Source: an optimization exercise on an open RTL-to-GDS flow (aim: small area, a short achievable clock period and few clock cycles per item). Production flows keep margins and buffers that such runs may drop. RTL that was checked went through simulation tests only; none was proved equivalent to the original. For run 2, only the layout was checked, not whether the RTL still works. Power is estimated from default activity; no workload was simulated.

### flow/config.mk
export PLATFORM = sky130hd
export DESIGN_NAME = mem_responder
export DESIGN_NICKNAME = mem_responder
export VERILOG_FILES = /design/flow/design.v
export SDC_FILE = /design/flow/constraint.sdc
export NUM_CORES = 4
export LEC_CHECK = 0
export CAP_MARGIN = 20
export CORE_MARGIN = 2
export CORE_UTILIZATION = 40
export SLEW_MARGIN = 20
### flow/constraint.sdc
create_clock -name core_clock -period 6.0 [get_ports {clk}]
set_input_delay 1.2000 -clock core_clock [delete_from_list [all_inputs] [get_ports {clk}]]
set_output_delay 1.2000 -clock core_clock [all_outputs]
set_load 0.01 [all_outputs]
### flow/design.v
module mem_responder #(
    parameter int DEPTH_WORDS = 64,
    parameter int LATENCY     = 2
) (
    input  logic        clk,
    input  logic        reset,
    input  logic        req_valid,
    output logic        req_ready,
    input  logic        req_write,
    input  logic [1:0]  req_size,
    input  logic [31:0] req_addr,
    input  logic [31:0] req_wdata,
    output logic        resp_valid,
    output logic [31:0] resp_rdata,
    output logic        resp_error
);
    localparam int          AW         = (DEPTH_WORDS > 1) ? $clog2(DEPTH_WORDS) : 1;
    localparam logic [3:0]  CNT_INIT   = 4'(LATENCY - 1);
    localparam logic [31:0] ADDR_LIMIT = 32'(4 * DEPTH_WORDS);
    typedef enum logic [1:0] {IDLE, WAIT, RESP} state_t;
    state_t      state_reg, state_next;
    logic [3:0]  cnt_reg, cnt_next;
    logic        commit;
    logic        write_reg;
    logic [1:0]  size_reg;
    logic [31:0] addr_reg;
    logic [31:0] wdata_reg;
    logic        resp_valid_reg;
    logic        resp_error_reg;
    logic [31:0] resp_rdata_reg;
    assign req_ready = (state_reg == IDLE) && !reset;
    always_ff @(posedge clk) begin
        if (reset) begin
            state_reg <= IDLE;
            cnt_reg   <= 4'd0;
        end else begin
            state_reg <= state_next;
            cnt_reg   <= cnt_next;
        end
    end
    always_comb begin
        state_next = state_reg;
        cnt_next   = cnt_reg;
        commit     = 1'b0;
        case (state_reg)
            IDLE: begin
                if (req_valid) begin
                    cnt_next = CNT_INIT;
                    if (LATENCY > 1) begin
                        state_next = WAIT;
                    end else begin
                        state_next = RESP;
                        commit     = 1'b1;
                    end
                end
            end
            WAIT: begin
                cnt_next = cnt_reg - 4'd1;
                if (cnt_reg == 4'd1) begin
                    state_next = RESP;
                    commit     = 1'b1;
                end
            end
            RESP:    state_next = IDLE;
            default: state_next = IDLE;
        endcase
    end
    always_ff @(posedge clk) begin
        if (state_reg == IDLE && req_valid && !reset) begin
            write_reg <= req_write;
            size_reg  <= req_size;
            addr_reg  <= req_addr;
            wdata_reg <= req_wdata;
        end
    end
    logic        cur_write;
    logic [1:0]  cur_size;
    logic [31:0] cur_addr;
    logic [31:0] cur_wdata;
    assign cur_write = (state_reg == IDLE) ? req_write : write_reg;
    assign cur_size  = (state_reg == IDLE) ? req_size  : size_reg;
    assign cur_addr  = (state_reg == IDLE) ? req_addr  : addr_reg;
    assign cur_wdata = (state_reg == IDLE) ? req_wdata : wdata_reg;
    logic          err;
    logic [AW-1:0] idx;
    logic [1:0]    offset;
    logic [3:0]    be;
    logic [31:0]   wdata_word;
    logic [31:0]   rd_word;
    logic [31:0]   load_data;
    logic          mem_we;
    assign err = (cur_size == 2'b11)
               || (cur_size == 2'b01 && cur_addr[0])
               || (cur_size == 2'b00 && cur_addr[1:0] != 2'b00)
               || (cur_addr >= ADDR_LIMIT);
    assign idx    = cur_addr[AW+1:2];
    assign offset = cur_addr[1:0];
    assign mem_we = commit && !reset && cur_write && !err;
    always_comb begin
        be         = 4'b0000;
        wdata_word = {4{cur_wdata[7:0]}};
        load_data  = 32'd0;
        case (cur_size)
            2'b00: begin
                be         = 4'b1111;
                wdata_word = cur_wdata;
                load_data  = rd_word;
            end
            2'b01: begin
                be         = offset[1] ? 4'b0011 : 4'b1100;
                wdata_word = {2{cur_wdata[15:0]}};
                load_data  = {16'd0, 16'(rd_word >> {~offset[1], 4'b0000})};
            end
            2'b10: begin
                be        = 4'b1000 >> offset;
                load_data = {24'd0, 8'(rd_word >> {~offset, 3'b000})};
            end
            default: ;
        endcase
    end
    genvar gi;
    generate
        for (gi = 0; gi < 4; gi++) begin : g_lane
            logic [7:0] lane_mem [DEPTH_WORDS];
            always_ff @(posedge clk) begin
                if (mem_we && be[gi]) begin
                    lane_mem[idx] <= wdata_word[8*gi +: 8];
                end
            end
            assign rd_word[8*gi +: 8] = lane_mem[idx];
        end
    endgenerate
    always_ff @(posedge clk) begin
        if (reset) begin
            resp_valid_reg <= 1'b0;
            resp_error_reg <= 1'b0;
            resp_rdata_reg <= 32'd0;
        end else begin
            resp_valid_reg <= commit;
            resp_error_reg <= commit && err;
            if (commit) begin
                resp_rdata_reg <= (cur_write || err) ? 32'd0 : load_data;
            end
        end
    end
    assign resp_valid = resp_valid_reg;
    assign resp_error = resp_error_reg;
    assign resp_rdata = resp_rdata_reg;
endmodule
### flow/run.sh
#!/bin/bash
# synth_recipe.tcl (not shown) runs the flow's synth.tcl, then flattens the netlist and writes it again
# the make line also repeats each setting of config.mk as NAME=value (left out here)
make -C /OpenROAD-flow-scripts/flow DESIGN_CONFIG=/design/flow/config.mk WORK_HOME=/design/flow/orfs CLKGATE_MAP_FILE= SYNTH_SCRIPT=/design/flow/synth_recipe.tcl finish
==> impl_metrics.xml, run 1 <==
<?xml version="1.0" encoding="UTF-8"?>
<metrics>
  <group name="sta">
    <metric name="worst_slew_pin_slew" unit="ps">1250</metric>
    <metric name="final.period_utilization" unit="%">81.96</metric>
    <metric name="period_minus_slack" unit="ps">4917</metric>
    <metric name="slew-limit-headroom" unit="%">16.55</metric>
    <metric name="achievable-frequency" unit="MHz">203.4</metric>
    <metric name="timing_hold_violations_final" unit="">0</metric>
    <metric name="fin_ws" unit="ps">1083</metric>
    <metric name="grt_setup_unrepaired" unit="">no</metric>
    <metric name="setup_viol" unit="">0</metric>
    <metric name="clock_skew" unit="ps">37.47</metric>
    <metric name="pins_over_slew_limit" unit="">0</metric>
    <metric name="tns" unit="ps">0</metric>
  </group>
  <group name="floorplan">
    <metric name="placementRows" unit="">167</metric>
    <metric name="floorplan.die.height" unit="um">459.5</metric>
    <metric name="io_pins" unit="">105</metric>
    <metric name="core-area" unit="um^2">206700</metric>
    <metric name="die_w" unit="um">459.5</metric>
    <metric name="design.die.area" unit="um^2">211100</metric>
    <metric name="start_util" unit="%">40.16</metric>
  </group>
  <group name="yosys">
    <metric name="synth-main-ff-cell" unit="">edfxtp_1</metric>
    <metric name="synth_seq_area_share" unit="%">77.49</metric>
    <metric name="synth-warning-count" unit="">1</metric>
    <metric name="synth_top_area_cell" unit="">edfxtp_1</metric>
    <metric name="synth.cells.most_frequent" unit="">2,115 x edfxtp_1, 572 x o22ai_1, 500 x nand2_1</metric>
    <metric name="synth_top_family_by_area" unit="">compound AO/OA/AOI/OAI gates</metric>
    <metric name="synthesis.area" unit="um^2">82990</metric>
    <metric name="synth_cell_type_count" unit="">87</metric>
    <metric name="yosys.cell_count.top_type" unit="">edfxtp_1</metric>
    <metric name="syn-instance-count" unit="">5480</metric>
    <metric name="post_synth_simple_gate_area" unit="%">6.816</metric>
    <metric name="synth_edf_count" unit="">2115</metric>
    <metric name="post_syn_nets" unit="">5552</metric>
    <metric name="synth.area.mux_share" unit="%">0.9574</metric>
    <metric name="avgSynthCellArea" unit="um^2">15.14</metric>
    <metric name="netlist_top_cells_area" unit="">edfxtp_1 77%, o22ai_1 4.3%, nand2_1 2.3%</metric>
    <metric name="synthDominantCellAreaShare" unit="%">76.53</metric>
    <metric name="xor_xnor_fraction_of_synth_area" unit="%">0</metric>
    <metric name="synth-compound-area-share" unit="%">12.21</metric>
    <metric name="ys_async_sr_fraction" unit="%">0</metric>
    <metric name="postSynthRegisterBits" unit="">2155</metric>
    <metric name="synth-adder-area-share" unit="%">0.03015</metric>
  </group>
  <group name="setup_path">
    <metric name="path_buf_inv" unit="">2</metric>
    <metric name="worstSetupEndpointType" unit="">flop</metric>
    <metric name="worst-path-max-fanout" unit="">53</metric>
    <metric name="critPathRequiredTime" unit="ps">6780</metric>
    <metric name="arrival" unit="ps">5700</metric>
    <metric name="max_stage_delay" unit="ps">720</metric>
    <metric name="cp_cell_sequence" unit="">buf_4 &gt; or2_2 &gt; mux2i_4 &gt; buf_12 &gt; o22ai_1 &gt; a21oi_1 &gt; a21oi_1 &gt; a2111oi_0 &gt; or4b_1 &gt; o22a_1 &gt; o32ai_2</metric>
    <metric name="critPathTopFamily" unit="">compound AO/OA/AOI/OAI gates</metric>
    <metric name="worst-setup-path-type" unit="">flop to flop</metric>
    <metric name="worst_setup_path_start_kind" unit="">flop</metric>
    <metric name="slowest_stage" unit="">or4b_1</metric>
    <metric name="critical-path-top-cell-by-count" unit="">a21oi_1</metric>
  </group>
  <group name="global_routing">
    <metric name="grt_overflow_total" unit="">0</metric>
    <metric name="antenna_found_initial" unit="">10</metric>
    <metric name="number_of_global_route_vias_before_repair" unit="">53092</metric>
    <metric name="grt_start_max_net_pins" unit="">106</metric>
    <metric name="global_route.usage.total" unit="%">26.21</metric>
    <metric name="wire_length_of_the_first_global_routing_pass" unit="mm">398.3</metric>
  </group>
  <group name="routing">
    <metric name="drt-initial-drc-count" unit="">8640</metric>
    <metric name="postRouteAntennaNets" unit="">0</metric>
    <metric name="firstDrtPassIters" unit="">7</metric>
    <metric name="route.vias.total" unit="">55442</metric>
    <metric name="totalWireLength" unit="mm">282.3</metric>
    <metric name="drcViolationCount" unit="">0</metric>
    <metric name="avgViaCountPerCell" unit="">6.314</metric>
    <metric name="post_drt_wl_per_cell" unit="um">32.15</metric>
  </group>
  <group name="power">
    <metric name="comb_power_share" unit="%">12.3</metric>
    <metric name="ir_drop_worst_case_vdd" unit="uV">260.5</metric>
    <metric name="sw_frac_of_total" unit="%">25.91</metric>
    <metric name="powerDensity" unit="nW/um^2">353.1</metric>
    <metric name="leakage" unit="uW">0.03104</metric>
    <metric name="seqPwrFrac" unit="%">49.8</metric>
    <metric name="p_int" unit="uW">25500</metric>
    <metric name="post-layout-total-power" unit="uW">34420</metric>
    <metric name="p_clk_share" unit="%">37.9</metric>
    <metric name="switch_pwr" unit="uW">8916</metric>
  </group>
  <group name="clocking">
    <metric name="clk_latency" unit="ps">870</metric>
    <metric name="hold_fix_buffer_count_after_cts" unit="">0</metric>
    <metric name="cts_num_sinks" unit="">2155</metric>
    <metric name="cts_made_buffers" unit="">214</metric>
    <metric name="cts.clk_slew.worst_paths" unit="ps">60</metric>
    <metric name="cts_post_setup_buffers_inserted" unit="">0</metric>
    <metric name="cts.path.max_buffers" unit="">3</metric>
    <metric name="clock_tree_from_tritoncts" unit="">yes</metric>
    <metric name="postCtsResizedCells" unit="">0</metric>
    <metric name="clock_tree.root_cell" unit="">clkbuf_16</metric>
    <metric name="count_of_h_tree_levels_built_during_cts" unit="">4</metric>
  </group>
  <group name="final_layout">
    <metric name="final_layout_size_suffix_gt1_share" unit="%">15.36</metric>
    <metric name="flow.area_growth_from_synthesis" unit="%">17.46</metric>
    <metric name="core_util_final" unit="%">47.17</metric>
    <metric name="top_register" unit="">g_lane.lane_mem</metric>
    <metric name="largest_register_ff_count" unit="">2048</metric>
    <metric name="fillers" unit="">17605</metric>
    <metric name="design.final.nets" unit="">5966</metric>
  </group>
  <group name="run">
    <metric name="cap_violations" unit="">0</metric>
  </group>
  <group name="placement">
    <metric name="gp_congestion" unit="">0.9107</metric>
    <metric name="pre_cts_ws" unit="ps">417.2</metric>
    <metric name="hpwl" unit="mm">173.6</metric>
    <metric name="portBuffers" unit="">104</metric>
  </group>
  <group name="status">
    <metric name="outcome" unit="">timing/DRC/antenna clean</metric>
  </group>
  <group name="min_path">
    <metric name="hp-class" unit="">flop to flop</metric>
  </group>
</metrics>
## worst reg2reg max path, stage by stage, from the launching register on
cell	delay, ps
dfxtp_1	590
buf_4	360
or2_2	670
mux2i_4	440
buf_12	320
o22ai_1	280
a21oi_1	370
a21oi_1	190
a2111oi_0	340
or4b_1	720
o22a_1	330
o32ai_2	240
## placed cells by master, fill, tap and decap left out, drive strengths merged, types with 22 or more instances in the layout
cell,count
clkdlybuf4s50,103
a32oi,84
dfxtp,40
o211ai,34
nor4,31
nand3,85
nor2,251
a21oi,227
nor3,267
o221ai,129
a22oi,38
a31oi,78
buf,528
edfxtp,2115
mux2i,65
clkbuf,279
clkinv,93
nand2,501
o22ai,572
a211oi,31
o21ai,207
nand4,22
inv,26
## power groups by stage
| stage | combinational [uW] | clock [uW] | sequential, uW |
|---|---|---|---|
| finish | 4240 | 13000 | 17100 |
| CTS | 4110 | 13100 | 17100 |
| floorplan | 1930 | 0 | 17500 |
| global route | 4350 | 13700 | 17100 |
| global placement | 4040 | 0 | 17500 |
| detailed placement | 4100 | 0 | 17500 |
## kinds of logic (layout without fill, tap and decap cells)
family | Yosys count | after routing
flip-flops | 2155 | 2155
buffers and inverters | 454 | 1048
multiplexers | 76 | 76
adder cells (fa/ha/maj) | 2 | 2
other | 0 | 3
AO/OA/AOI/OAI | 1532 | 1532
AND/OR/NAND/NOR | 1261 | 1261
## stage by stage
step                hold slack (ps)  instance area, um^2  cells
floorplan                     470.3                83030   5480
global placement              470.3                90620   8378
CTS                           487.1                97390   8775
global route                  509.6                97470   8778
detailed placement            475.6                90650   8379
finish                        476.0                97480   8781
## per-layer routing
layer	track usage, %	part of all wire, %
met4	10.79	4.5
met3	6.033	12
met5	0	0.035
met1	35.76	38
met2	40.51	46
## worst paths after layout
kind | cells past startpoint | startpoint | slack [ps] | to
worst min-delay path | 2 | resp_rdata_reg[23] | 480 | resp_rdata_reg[23]
worst max-delay path | 11 | state_reg[0] | 1080 | resp_rdata_reg[15]
worst min register to register | 2 | resp_rdata_reg[23] | 480 | resp_rdata_reg[23]
worst max register to register | 11 | state_reg[0] | 1080 | resp_rdata_reg[15]
## layout make-up
cell class	count	area [um^2]	share of cell area, %
diodes	3	7.507	0.007701
clock buffers	279	5756	5.904
clock inverters	117	979.7	1.005
inverters	21	78.83	0.08087
multi-input cells	2871	17180	17.62
flip-flops and latches	2155	64310	65.98
well taps	2704	3383	3.471
repair buffers	631	5786	5.935
Testbench counts, summed over its fixed seeds: cycles 28,800, items 9,600.
==> inputs of run 2 (changes only) <==
==> flow/design.v (replaced) <==
module mem_responder #(
    parameter int DEPTH_WORDS = 64,
    parameter int LATENCY     = 2
) (
    input  logic        clk,
    input  logic        reset,
    input  logic        req_valid,
    output logic        req_ready,
    input  logic        req_write,
    input  logic [1:0]  req_size,
    input  logic [31:0] req_addr,
    input  logic [31:0] req_wdata,
    output logic        resp_valid,
    output logic [31:0] resp_rdata,
    output logic        resp_error
);
    localparam int AW = $clog2(DEPTH_WORDS);
    assign req_ready = !reset;
    logic        in_err;
    logic [3:0]  in_be;
    logic [31:0] in_wword;
    logic [3:0]  in_sel0;    
    logic [1:0]  in_sel1;    
    logic        in_sel2;    
    assign in_err = (req_size == 2'b11)
                  || (req_size == 2'b01 && req_addr[0])
                  || (req_size == 2'b00 && req_addr[1:0] != 2'b00)
                  || (req_addr[31:8] != 24'd0);
    always_comb begin
        in_be    = 4'b0000;
        in_wword = {4{req_wdata[7:0]}};
        in_sel0  = 4'b0000;
        in_sel1  = 2'b00;
        in_sel2  = 1'b0;
        case (req_size)
            2'b00: begin
                in_be    = 4'b1111;
                in_wword = req_wdata;
                in_sel0  = 4'b0001;
                in_sel1  = 2'b01;
                in_sel2  = 1'b1;
            end
            2'b01: begin
                in_be    = req_addr[1] ? 4'b0011 : 4'b1100;
                in_wword = {2{req_wdata[15:0]}};
                in_sel0  = req_addr[1] ? 4'b0001 : 4'b0100;
                in_sel1  = req_addr[1] ? 2'b01 : 2'b10;
            end
            2'b10: begin
                in_be    = 4'b1000 >> req_addr[1:0];
                in_sel0  = 4'b1000 >> req_addr[1:0];
            end
            default: ;
        endcase
        if (req_write || in_err) begin
            in_sel0 = 4'b0000;
            in_sel1 = 2'b00;
            in_sel2 = 1'b0;
        end
        if (!req_write || in_err) in_be = 4'b0000;
    end
    logic          s_valid;
    logic          s_err;
    logic [AW-1:0] s_idx;
    logic [3:0]    s_be;
    logic [31:0]   s_wword;
    logic [3:0]    s_sel0;
    logic [1:0]    s_sel1;
    logic          s_sel2;
    always_ff @(posedge clk) begin
        s_valid <= req_valid && !reset;
        s_err   <= in_err;
        s_idx   <= req_addr[AW+1:2];
        s_be    <= in_be;
        s_sel0  <= in_sel0;
        s_sel1  <= in_sel1;
        s_sel2  <= in_sel2;
        s_wword <= in_wword;
    end
    logic [31:0] rd_word;
    logic        s_we;
    assign s_we = s_valid;    
    logic [DEPTH_WORDS-1:0] s_word;
    assign s_word = DEPTH_WORDS'(1) << s_idx;
    genvar gi, wi;
    generate
        for (gi = 0; gi < 4; gi++) begin : g_lane
            logic [8*DEPTH_WORDS-1:0]    lane_mem;
            logic [8*DEPTH_WORDS-1:0]    rd_and;
            logic [7:0]                  rd_lane;
            for (wi = 0; wi < DEPTH_WORDS; wi++) begin : g_word
                always_ff @(posedge clk) begin
                    if (s_we && s_be[gi] && s_word[wi]) begin
                        lane_mem[8*wi +: 8] <= s_wword[8*gi +: 8];
                    end
                end
                assign rd_and[8*wi +: 8] = {8{s_word[wi]}} & lane_mem[8*wi +: 8];
            end
            always_comb begin
                logic [7:0] acc;
                acc = 8'd0;
                for (int k = 0; k < DEPTH_WORDS; k++) acc = acc | rd_and[8*k +: 8];
                rd_lane = acc;
            end
            assign rd_word[8*gi +: 8] = rd_lane;
        end
    endgenerate
    logic [31:0] load_data;
    always_comb begin
        load_data[7:0]   = ({8{s_sel0[0]}} & rd_word[7:0])
                         | ({8{s_sel0[1]}} & rd_word[15:8])
                         | ({8{s_sel0[2]}} & rd_word[23:16])
                         | ({8{s_sel0[3]}} & rd_word[31:24]);
        load_data[15:8]  = ({8{s_sel1[0]}} & rd_word[15:8])
                         | ({8{s_sel1[1]}} & rd_word[31:24]);
        load_data[31:16] = {16{s_sel2}} & rd_word[31:16];
    end
    logic        resp_valid_reg;
    logic        resp_error_reg;
    logic [31:0] resp_rdata_reg;
    always_ff @(posedge clk) begin
        resp_valid_reg <= s_valid && !reset;
        resp_error_reg <= s_err;
        resp_rdata_reg <= load_data;
    end
    assign resp_valid = resp_valid_reg;
    assign resp_error = resp_error_reg;
    assign resp_rdata = resp_rdata_reg;
endmodule
==> run 2 against run 1 <==
Effect of this change:
- still clean on timing, DRC and antenna
- non-clock buffer count shrank 281
- final area decreased by 5.0%
- sequential power fell by 4%
- first-iteration DRC count is 7.1% higher
- sequential cell count is 22 lower
- clock-buffer cell count rose by 12
- global-route usage up 4.0 points
- synthesized cell count decreased by 9.6%
- combinational power is about 70% lower
- critical endpoint is now resp_rdata_reg[6]
==> impl_metrics.xml, run 2 <==
<?xml version="1.0" encoding="UTF-8"?>
<metrics>
  <group name="status">
    <metric name="outcome" unit="">timing/DRC/antenna clean</metric>
  </group>
  <group name="setup_path">
    <metric name="rr_endpoint" unit="">resp_rdata_reg[6]</metric>
    <metric name="reg2reg_slack" unit="ps">1050</metric>
    <metric name="regToRegStartpoint" unit="">s_idx[3]</metric>
    <metric name="reg2regPathDepth" unit="">9</metric>
    <metric name="critPathRequiredTime" unit="ps">6670</metric>
    <metric name="arrival" unit="ps">5630</metric>
    <metric name="worst-path-max-fanout" unit="">45</metric>
    <metric name="worst-setup-path-type" unit="">flop to flop</metric>
    <metric name="worst_setup_path_start_kind" unit="">flop</metric>
    <metric name="worstSetupEndpointType" unit="">flop</metric>
  </group>
  <group name="sta">
    <metric name="worst_slew_pin_slew" unit="ps">1227</metric>
    <metric name="tns" unit="ps">0</metric>
    <metric name="slew-limit-headroom" unit="%">17.11</metric>
    <metric name="timing_hold_violations_final" unit="">0</metric>
    <metric name="achievable-frequency" unit="MHz">201.9</metric>
    <metric name="final.period_utilization" unit="%">82.57</metric>
    <metric name="setup_viol" unit="">0</metric>
    <metric name="pins_over_slew_limit" unit="">0</metric>
    <metric name="grt_setup_unrepaired" unit="">no</metric>
    <metric name="holdWs" unit="ps">335.4</metric>
    <metric name="period_minus_slack" unit="ps">4954</metric>
    <metric name="clock_skew" unit="ps">57.78</metric>
  </group>
  <group name="min_path">
    <metric name="hp-start" unit="">s_err</metric>
    <metric name="min_to" unit="">resp_error_reg</metric>
    <metric name="holdPathStages" unit="">0</metric>
    <metric name="hp-class" unit="">flop to flop</metric>
  </group>
  <group name="clocking">
    <metric name="cts.path.max_buffers" unit="">3</metric>
    <metric name="cts_made_buffers" unit="">216</metric>
    <metric name="cts_num_sinks" unit="">2133</metric>
    <metric name="count_of_h_tree_levels_built_during_cts" unit="">4</metric>
    <metric name="hold_fix_buffer_count_after_cts" unit="">0</metric>
    <metric name="clock_tree_from_tritoncts" unit="">yes</metric>
    <metric name="clk_latency" unit="ps">880</metric>
    <metric name="postCtsResizedCells" unit="">0</metric>
    <metric name="cts.clk_slew.worst_paths" unit="ps">60</metric>
    <metric name="clock_tree.root_cell" unit="">clkbuf_16</metric>
    <metric name="cts_post_setup_buffers_inserted" unit="">0</metric>
  </group>
  <group name="routing">
    <metric name="firstDrtPassIters" unit="">6</metric>
    <metric name="drt-initial-drc-count" unit="">9257</metric>
    <metric name="post_drt_wl_per_cell" unit="um">39.18</metric>
    <metric name="drcViolationCount" unit="">0</metric>
    <metric name="avgViaCountPerCell" unit="">6.487</metric>
    <metric name="totalWireLength" unit="mm">314.7</metric>
    <metric name="postRouteAntennaNets" unit="">0</metric>
    <metric name="route.vias.total" unit="">52107</metric>
  </group>
  <group name="yosys">
    <metric name="synth-warning-count" unit="">1</metric>
    <metric name="postSynthRegisterBits" unit="">2133</metric>
    <metric name="synth_top_area_cell" unit="">edfxtp_1</metric>
    <metric name="synth_edf_count" unit="">2048</metric>
    <metric name="synthesis.area" unit="um^2">80410</metric>
    <metric name="netlist_top_cells_area" unit="">edfxtp_1 76%, a22oi_1 4.0%, nand3_1 3.3%</metric>
    <metric name="syn-instance-count" unit="">4953</metric>
    <metric name="ys_async_sr_fraction" unit="%">0</metric>
    <metric name="post_syn_nets" unit="">5023</metric>
    <metric name="synth-main-ff-cell" unit="">edfxtp_1</metric>
    <metric name="synth_cell_type_count" unit="">68</metric>
    <metric name="yosys.cell_count.top_type" unit="">edfxtp_1</metric>
    <metric name="synth_seq_area_share" unit="%">78.60</metric>
    <metric name="synthDominantCellAreaShare" unit="%">76.48</metric>
    <metric name="avgSynthCellArea" unit="um^2">16.23</metric>
    <metric name="synth.cells.most_frequent" unit="">2,048 x edfxtp_1, 537 x nand3_1, 427 x a22oi_1</metric>
  </group>
  <group name="floorplan">
    <metric name="floorplan.die.height" unit="um">452.4</metric>
    <metric name="die_w" unit="um">452.4</metric>
    <metric name="start_util" unit="%">40.23</metric>
    <metric name="io_pins" unit="">105</metric>
    <metric name="core-area" unit="um^2">199900</metric>
    <metric name="design.die.area" unit="um^2">204600</metric>
    <metric name="placementRows" unit="">164</metric>
  </group>
  <group name="placement">
    <metric name="hpwl" unit="mm">207.9</metric>
    <metric name="portBuffers" unit="">104</metric>
    <metric name="place_area" unit="um^2">85680</metric>
    <metric name="gp_congestion" unit="">0.9969</metric>
  </group>
  <group name="power">
    <metric name="leakage" unit="uW">0.02877</metric>
    <metric name="powerDensity" unit="nW/um^2">333.9</metric>
    <metric name="ir_drop_worst_case_vdd" unit="uV">283.5</metric>
  </group>
  <group name="final_layout">
    <metric name="most_frequent_standard_cell_in_the_layout_excluding_fill_and_tap_cells" unit="">edfxtp_1</metric>
    <metric name="largest_register_ff_count" unit="">2048</metric>
    <metric name="layout_common_cells" unit="">2,048 x edfxtp_1, 537 x nand3_1, 427 x a22oi_1</metric>
    <metric name="design.final.nets" unit="">5245</metric>
    <metric name="stdcell_area" unit="um^2">92570</metric>
    <metric name="final_layout_size_suffix_gt1_share" unit="%">14.28</metric>
    <metric name="flow.area_growth_from_synthesis" unit="%">15.13</metric>
  </group>
  <group name="global_routing">
    <metric name="global_route.usage.total" unit="%">30.18</metric>
    <metric name="grt_overflow_total" unit="">0</metric>
    <metric name="wire_length_of_the_first_global_routing_pass" unit="mm">421.8</metric>
    <metric name="antenna_found_initial" unit="">30</metric>
    <metric name="grt_start_max_net_pins" unit="">104</metric>
    <metric name="number_of_global_route_vias_before_repair" unit="">49063</metric>
  </group>
  <group name="run">
    <metric name="cap_violations" unit="">0</metric>
  </group>
</metrics>
run 2: cell types whose count changed in the layout (fill, tap and decap cells not counted), moves of 59 or more:
cell / previous run / this run
o22ai_1: 570 / 14
nand3_1: 85 / 537
a22oi_1: 29 / 427
nand2_1: 489 / 125
nor3_1: 265 / 17
buf_4: 466 / 237
nand4_1: 22 / 223
a21oi_1: 224 / 42
o21ai_0: 183 / 41
o221ai_1: 127 / 1
and3_1: 16 / 91
a31oi_1: 71 / 0
edfxtp_1: 2115 / 2048
mux2_2: 10 / 69
run 2: routing by layer:
layer	share of wire, %	up-vias	track usage, %
met5	0.040	-	0
met4	6.9	18	17.67
met3	13	872	9.929
met2	43	4149	43.75
met1	37	26590	39.63
li1	-	20478	-
run 2: power breakdown:
| group | internal [uW] | switching, uW | total (uW) |
|---|---|---|---|
| clock | 7310 | 5850 | 13200 |
| combinational | 264 | 1020 | 1280 |
| sequential | 16400 | 46.3 | 16500 |
run 2: worst max-delay path: stages, from the launching register on:
cell	delay, ps
dfxtp_4	870
nand2b_1	890
nor3_4	260
buf_4	320
buf_4	200
a22oi_1	190
nand4_1	120
or4_1	600
o41ai_1	1000
o2111ai_1	240
run 2: per-stage QoR:
stage	total power, uW	utilization, %	setup WS, ps	std cells
2_1_floorplan	17300	-	3040	4953
3_3_place_gp	18000	42.79	648.8	7605
3_5_place_dp	18020	42.87	1267	7610
4_1_cts	30870	46.26	1276	8010
5_1_grt	31480	46.30	1024	8016
6_report	30910	46.32	1046	8033
run 2: cell families (layout without fill, tap and decap cells):
group,Yosys count,after routing,synth area share (%)
other,0,20,0
and+or+nand+nor,1541,1541,10.08
buffers and inverters,360,764,1.939
DFF,2133,2133,78.60
AOI/OAI and AO/OA,741,741,7.047
muxes,178,178,2.340
run 2: worst max path at each step:
stage	from	to	slack (ps)	depth (start not counted)
global route	s_idx[3]	resp_rdata_reg[5]	1020	8
finish	s_idx[3]	resp_rdata_reg[6]	1050	9
global placement	s_idx[3]	resp_rdata_reg[0]	650	8
detailed placement	s_idx[3]	resp_rdata_reg[5]	1270	8
floorplan	s_idx[0]	g_lane[0].lane_mem[488]	3040	10
CTS	s_idx[3]	resp_rdata_reg[5]	1280	8
run 2: area by class of cell:
| cell class | count | area [um^2] |
|---|---|---|
| antenna | 20 | 50.05 |
| sequential | 2133 | 63260 |
| fill | 17239 | 107300 |
| clock inverter | 109 | 980.9 |
| clock buffer | 291 | 5806 |
| multi-input combinational | 2460 | 16110 |
| timing repair buffer | 350 | 2983 |
| tap | 2656 | 3323 |
| inverter | 14 | 52.55 |
==> inputs of run 3 (changes only) <==
--- a/flow/design.v
+++ b/flow/design.v
@@ -57,11 +57,11 @@
             in_sel1 = 2'b00;
             in_sel2 = 1'b0;
         end
-        if (!req_write || in_err) in_be = 4'b0000;
+        if (!req_write || in_err || !req_valid || reset) in_be = 4'b0000;
     end
     logic          s_valid;
     logic          s_err;
-    logic [AW-1:0] s_idx;
+    logic [DEPTH_WORDS-1:0] s_word;    
     logic [3:0]    s_be;
     logic [31:0]   s_wword;
     logic [3:0]    s_sel0;
@@ -70,7 +70,7 @@
     always_ff @(posedge clk) begin
         s_valid <= req_valid && !reset;
         s_err   <= in_err;
-        s_idx   <= req_addr[AW+1:2];
+        s_word  <= DEPTH_WORDS'(1) << req_addr[AW+1:2];
         s_be    <= in_be;
         s_sel0  <= in_sel0;
         s_sel1  <= in_sel1;
@@ -78,10 +78,6 @@
         s_wword <= in_wword;
     end
     logic [31:0] rd_word;
-    logic        s_we;
-    assign s_we = s_valid;    
-    logic [DEPTH_WORDS-1:0] s_word;
-    assign s_word = DEPTH_WORDS'(1) << s_idx;
     genvar gi, wi;
     generate
         for (gi = 0; gi < 4; gi++) begin : g_lane
@@ -90,7 +86,7 @@
             logic [7:0]                  rd_lane;
             for (wi = 0; wi < DEPTH_WORDS; wi++) begin : g_word
                 always_ff @(posedge clk) begin
-                    if (s_we && s_be[gi] && s_word[wi]) begin
+                    if (s_be[gi] && s_word[wi]) begin
                         lane_mem[8*wi +: 8] <= s_wword[8*gi +: 8];
                     end
                 end
--- a/flow/config.mk
+++ b/flow/config.mk
@@ -8,4 +8,7 @@
 export CAP_MARGIN = 20
 export CORE_MARGIN = 2
 export CORE_UTILIZATION = 40
+export CTS_BUF_LIST = sky130_fd_sc_hd__clkbuf_8
+export CTS_CLUSTER_SIZE = 24
+export SETUP_SLACK_MARGIN = 3.2
 export SLEW_MARGIN = 20
==> run 3 against run 2 <==
Effect of this change:
- still clean on timing, DRC and antenna
- die area down 2.3%
- synthesized cell count fell by 15%
- worst setup slack better by 2200 ps
- largest power group unchanged
==> impl_metrics.xml, run 3 <==
<?xml version="1.0" encoding="UTF-8"?>
<metrics>
  <group name="global_routing">
    <metric name="antenna_found_initial" unit="">18</metric>
    <metric name="grt_overflow_total" unit="">0</metric>
    <metric name="number_of_global_route_vias_before_repair" unit="">42091</metric>
    <metric name="wire_length_of_the_first_global_routing_pass" unit="mm">297.5</metric>
    <metric name="grt_start_max_net_pins" unit="">65</metric>
    <metric name="global_route.usage.total" unit="%">20.73</metric>
  </group>
  <group name="yosys">
    <metric name="synth_top_family_by_area" unit="">compound AO/OA/AOI/OAI gates</metric>
    <metric name="synthDominantCellAreaShare" unit="%">78.33</metric>
    <metric name="synth.cells.most_frequent" unit="">2,048 x edfxtp_1, 448 x a22o_1, 438 x a221oi_1</metric>
    <metric name="post_syn_nets" unit="">4268</metric>
    <metric name="avgSynthCellArea" unit="um^2">18.70</metric>
    <metric name="syn-instance-count" unit="">4198</metric>
    <metric name="ys_async_sr_fraction" unit="%">0</metric>
    <metric name="synthesis.area" unit="um^2">78510</metric>
    <metric name="yosys.cell_count.top_type" unit="">edfxtp_1</metric>
    <metric name="postSynthRegisterBits" unit="">2191</metric>
    <metric name="xor_xnor_fraction_of_synth_area" unit="%">0</metric>
    <metric name="synth_seq_area_share" unit="%">81.98</metric>
    <metric name="synth_cell_type_count" unit="">37</metric>
    <metric name="synth-compound-area-share" unit="%">11.63</metric>
    <metric name="synth_edf_count" unit="">2048</metric>
    <metric name="synth_top_area_cell" unit="">edfxtp_1</metric>
    <metric name="synth-adder-area-share" unit="%">0</metric>
    <metric name="netlist_top_cells_area" unit="">edfxtp_1 78%, a22o_1 5.0%, a221oi_1 4.9%</metric>
    <metric name="synth.area.mux_share" unit="%">0.2167</metric>
    <metric name="synth-warning-count" unit="">1</metric>
    <metric name="post_synth_simple_gate_area" unit="%">4.515</metric>
    <metric name="synth-main-ff-cell" unit="">edfxtp_1</metric>
  </group>
  <group name="setup_path">
    <metric name="worstSetupEndpointType" unit="">flop</metric>
    <metric name="worst_setup_path_start_kind" unit="">flop</metric>
    <metric name="max_stage_delay" unit="ps">710</metric>
    <metric name="logic_depth_of_the_worst_setup_path_including_buffers" unit="">4</metric>
    <metric name="critPathRequiredTime" unit="ps">6870</metric>
    <metric name="timing.critical_path.to" unit="">resp_rdata_reg[8]</metric>
    <metric name="cp-startpoint" unit="">s_word[22]</metric>
    <metric name="path_buf_inv" unit="">0</metric>
    <metric name="reg2regPathDepth" unit="">4</metric>
    <metric name="rr_endpoint" unit="">resp_rdata_reg[8]</metric>
    <metric name="regToRegStartpoint" unit="">s_word[22]</metric>
    <metric name="critPathTopFamily" unit="">simple AND/OR/NAND/NOR gates</metric>
    <metric name="worst-setup-path-type" unit="">flop to flop</metric>
    <metric name="slowest_stage" unit="">or4_4</metric>
    <metric name="reg2reg_slack" unit="ps">3230</metric>
    <metric name="worst-path-max-fanout" unit="">36</metric>
    <metric name="cp_cell_sequence" unit="">a221oi_1 &gt; nand4_1 &gt; or4_4 &gt; a22o_1</metric>
    <metric name="arrival" unit="ps">3650</metric>
  </group>
  <group name="sta">
    <metric name="holdWs" unit="ps">404.2</metric>
    <metric name="period_minus_slack" unit="ps">2775</metric>
    <metric name="final.period_utilization" unit="%">46.24</metric>
    <metric name="tns" unit="ps">0</metric>
    <metric name="worst_slew_pin_slew" unit="ps">1233</metric>
    <metric name="clock_skew" unit="ps">94.40</metric>
    <metric name="achievable-frequency" unit="MHz">360.4</metric>
    <metric name="timing_hold_violations_final" unit="">0</metric>
    <metric name="setup_viol" unit="">0</metric>
    <metric name="slew-limit-headroom" unit="%">17.81</metric>
    <metric name="grt_setup_unrepaired" unit="">yes</metric>
    <metric name="pins_over_slew_limit" unit="">0</metric>
  </group>
  <group name="routing">
    <metric name="routed-wl-met2" unit="mm">100.7</metric>
    <metric name="totalWireLength" unit="mm">210.6</metric>
    <metric name="firstDrtPassIters" unit="">6</metric>
    <metric name="postRouteAntennaNets" unit="">0</metric>
    <metric name="route.vias.total" unit="">42519</metric>
    <metric name="drcViolationCount" unit="">0</metric>
    <metric name="avgViaCountPerCell" unit="">5.813</metric>
    <metric name="drt-initial-drc-count" unit="">4814</metric>
    <metric name="post_drt_wl_per_cell" unit="um">28.80</metric>
    <metric name="detailroute.wirelength.met3" unit="mm">16.34</metric>
    <metric name="top_layer_used" unit="">met5</metric>
    <metric name="m1WireLength" unit="mm">87.18</metric>
  </group>
  <group name="clocking">
    <metric name="count_of_h_tree_levels_built_during_cts" unit="">5</metric>
    <metric name="cts.path.max_buffers" unit="">4</metric>
    <metric name="cts_made_buffers" unit="">354</metric>
    <metric name="cts_num_sinks" unit="">2191</metric>
    <metric name="cts.clk_slew.worst_paths" unit="ps">60</metric>
    <metric name="clock_tree.root_cell" unit="">clkbuf_8</metric>
    <metric name="hold_fix_buffer_count_after_cts" unit="">0</metric>
    <metric name="clk_latency" unit="ps">1040</metric>
    <metric name="clock_tree_from_tritoncts" unit="">yes</metric>
  </group>
  <group name="power">
    <metric name="leakage" unit="uW">0.02802</metric>
    <metric name="powerDensity" unit="nW/um^2">327.9</metric>
    <metric name="ir_drop_worst_case_vdd" unit="uV">241.1</metric>
  </group>
  <group name="placement">
    <metric name="portBuffers" unit="">104</metric>
    <metric name="hpwl" unit="mm">127.4</metric>
    <metric name="gp_congestion" unit="">0.8861</metric>
    <metric name="placed_cells_incl_taps" unit="">6693</metric>
  </group>
  <group name="min_path">
    <metric name="hp-start" unit="">reset</metric>
    <metric name="hp-class" unit="">input port to flop</metric>
  </group>
  <group name="floorplan">
    <metric name="io_pins" unit="">105</metric>
    <metric name="placementRows" unit="">162</metric>
    <metric name="start_util" unit="%">40.26</metric>
    <metric name="floorplan.die.height" unit="um">447.0</metric>
    <metric name="design.die.area" unit="um^2">199800</metric>
    <metric name="die_w" unit="um">447.0</metric>
    <metric name="core-area" unit="um^2">195000</metric>
  </group>
  <group name="final_layout">
    <metric name="top_register" unit="">g_lane.lane_mem</metric>
    <metric name="largest_register_ff_count" unit="">2048</metric>
    <metric name="flow.area_growth_from_synthesis" unit="%">13.09</metric>
    <metric name="design.final.nets" unit="">4496</metric>
    <metric name="final_layout_size_suffix_gt1_share" unit="%">15.12</metric>
    <metric name="layout_common_cells" unit="">2,048 x edfxtp_1, 448 x a22o_1, 416 x a221oi_1</metric>
    <metric name="most_frequent_standard_cell_in_the_layout_excluding_fill_and_tap_cells" unit="">edfxtp_1</metric>
    <metric name="final_cells" unit="">7314</metric>
  </group>
  <group name="status">
    <metric name="outcome" unit="">timing/DRC/antenna clean</metric>
  </group>
  <group name="run">
    <metric name="cap_violations" unit="">0</metric>
  </group>
</metrics>
## run 3: cell families (layout without fill, tap and decap cells)
family,count (synthesis),after routing
compound gates,1073,1073
buf+inv,316,799
flops,2191,2191
mux,16,16
other cells,0,9
simple gates,602,602
## run 3: worst register-to-register path, stage by stage, from the launching register on
cell	delay, ps
dfxtp_2	680
a221oi_1	560
nand4_1	390
or4_4	710
a22o_1	310
## run 3: timing repair
item                                    CTS  global route
resized for setup                       240            36
buffers inserted                          0             0
endpoints found under the setup margin   67            16
pin swaps                                20            11
## run 3: report_power, final
| part | switching, uW | internal (uW) | total [uW] |
|---|---|---|---|
| Combinational | 664 | 207 | 871 |
| Sequential | 48.4 | 16800 | 16900 |
| Clock | 5620 | 5770 | 11400 |
## run 3: worst min-delay path by stage
stage          slack, ps              to  depth (start not counted)
5_1_grt              340  resp_valid_reg                          2
4_1_cts              410  resp_error_reg                          0
3_5_place_dp         420  resp_error_reg                          0
2_1_floorplan        310  resp_error_reg                          0
3_3_place_gp         420  resp_error_reg                          0
6_report             400  resp_valid_reg                          2
## run 3: area by class of cell
type                    count  area, um^2
well taps                2624        3283
flip-flops and latches   2191       64590
inverters                  12       45.04
clock buffers             378        5202
clock inverters           233       943.4
repair buffers            176        1572
multi-input cells        1691       13140
diodes                      9       22.52
fillers                 16703      106200
## run 3: stage by stage
step                setup WS (ps)  power (uW)  util, %  cell area (um^2)
finish                       3225       29120    45.54             88790
global route                 3156       30010    45.53             88790
CTS                          3169       29300    45.43             88580
detailed placement           2516       18020    42.18             82250
global placement             2508       18000    42.17             82230
floorplan                    3529       17500        -             78510
## run 3: routing by layer
metal  track usage, %  up-vias
li1                 -    18146
met1            28.38    22260
met2            33.05     1785
met3            4.077      324
met4            7.245        4
met5                0        -
Testbench counts of run 3, summed over its fixed seeds: cycles 9,616, items 9,600.

-- afterwards: timing with drivers on the ports --
The flow's constraints put no driver on any port. The routed layouts listed below were extracted and timed again, unchanged, in two steps.
Step 1 (the two cells are an assumption about what drives the block):
set clk [get_ports {clk}]
set_driving_cell -lib_cell sky130_fd_sc_hd__clkbuf_16 $clk
set_driving_cell -lib_cell sky130_fd_sc_hd__buf_2 [delete_from_list [all_inputs] $clk]
Step 2 moves the port delays by t, midway between the first and last clock arrival at a register: inputs arrive t later, outputs are due t later. That takes back most of the time a late clock gives input paths.
Slacks: ideal ports / drivers / drivers and shift; pairs: ideal ports / drivers.
run | shift t [ns] | slack for setup (ns) | worst setup path at the end | worst register clock-pin slew, ns | cell pins on the clock port's net
run 1 | 0.952 | 1.083 / 1.083 / 0.269 | input to register | 0.07 / 0.07 | 1
run 2 | 0.945 | 1.046 / 1.046 / 1.046 | register to register | 0.07 / 0.07 | 1
run 3 | 1.075 | 3.225 / 3.191 / 2.468 | input to register | 0.07 / 0.07 | 1
After both steps every run listed still meets setup and hold. The setup slack of run 1, which loses most, moves by 0.000 ns with the drivers and by -0.814 ns with both steps.
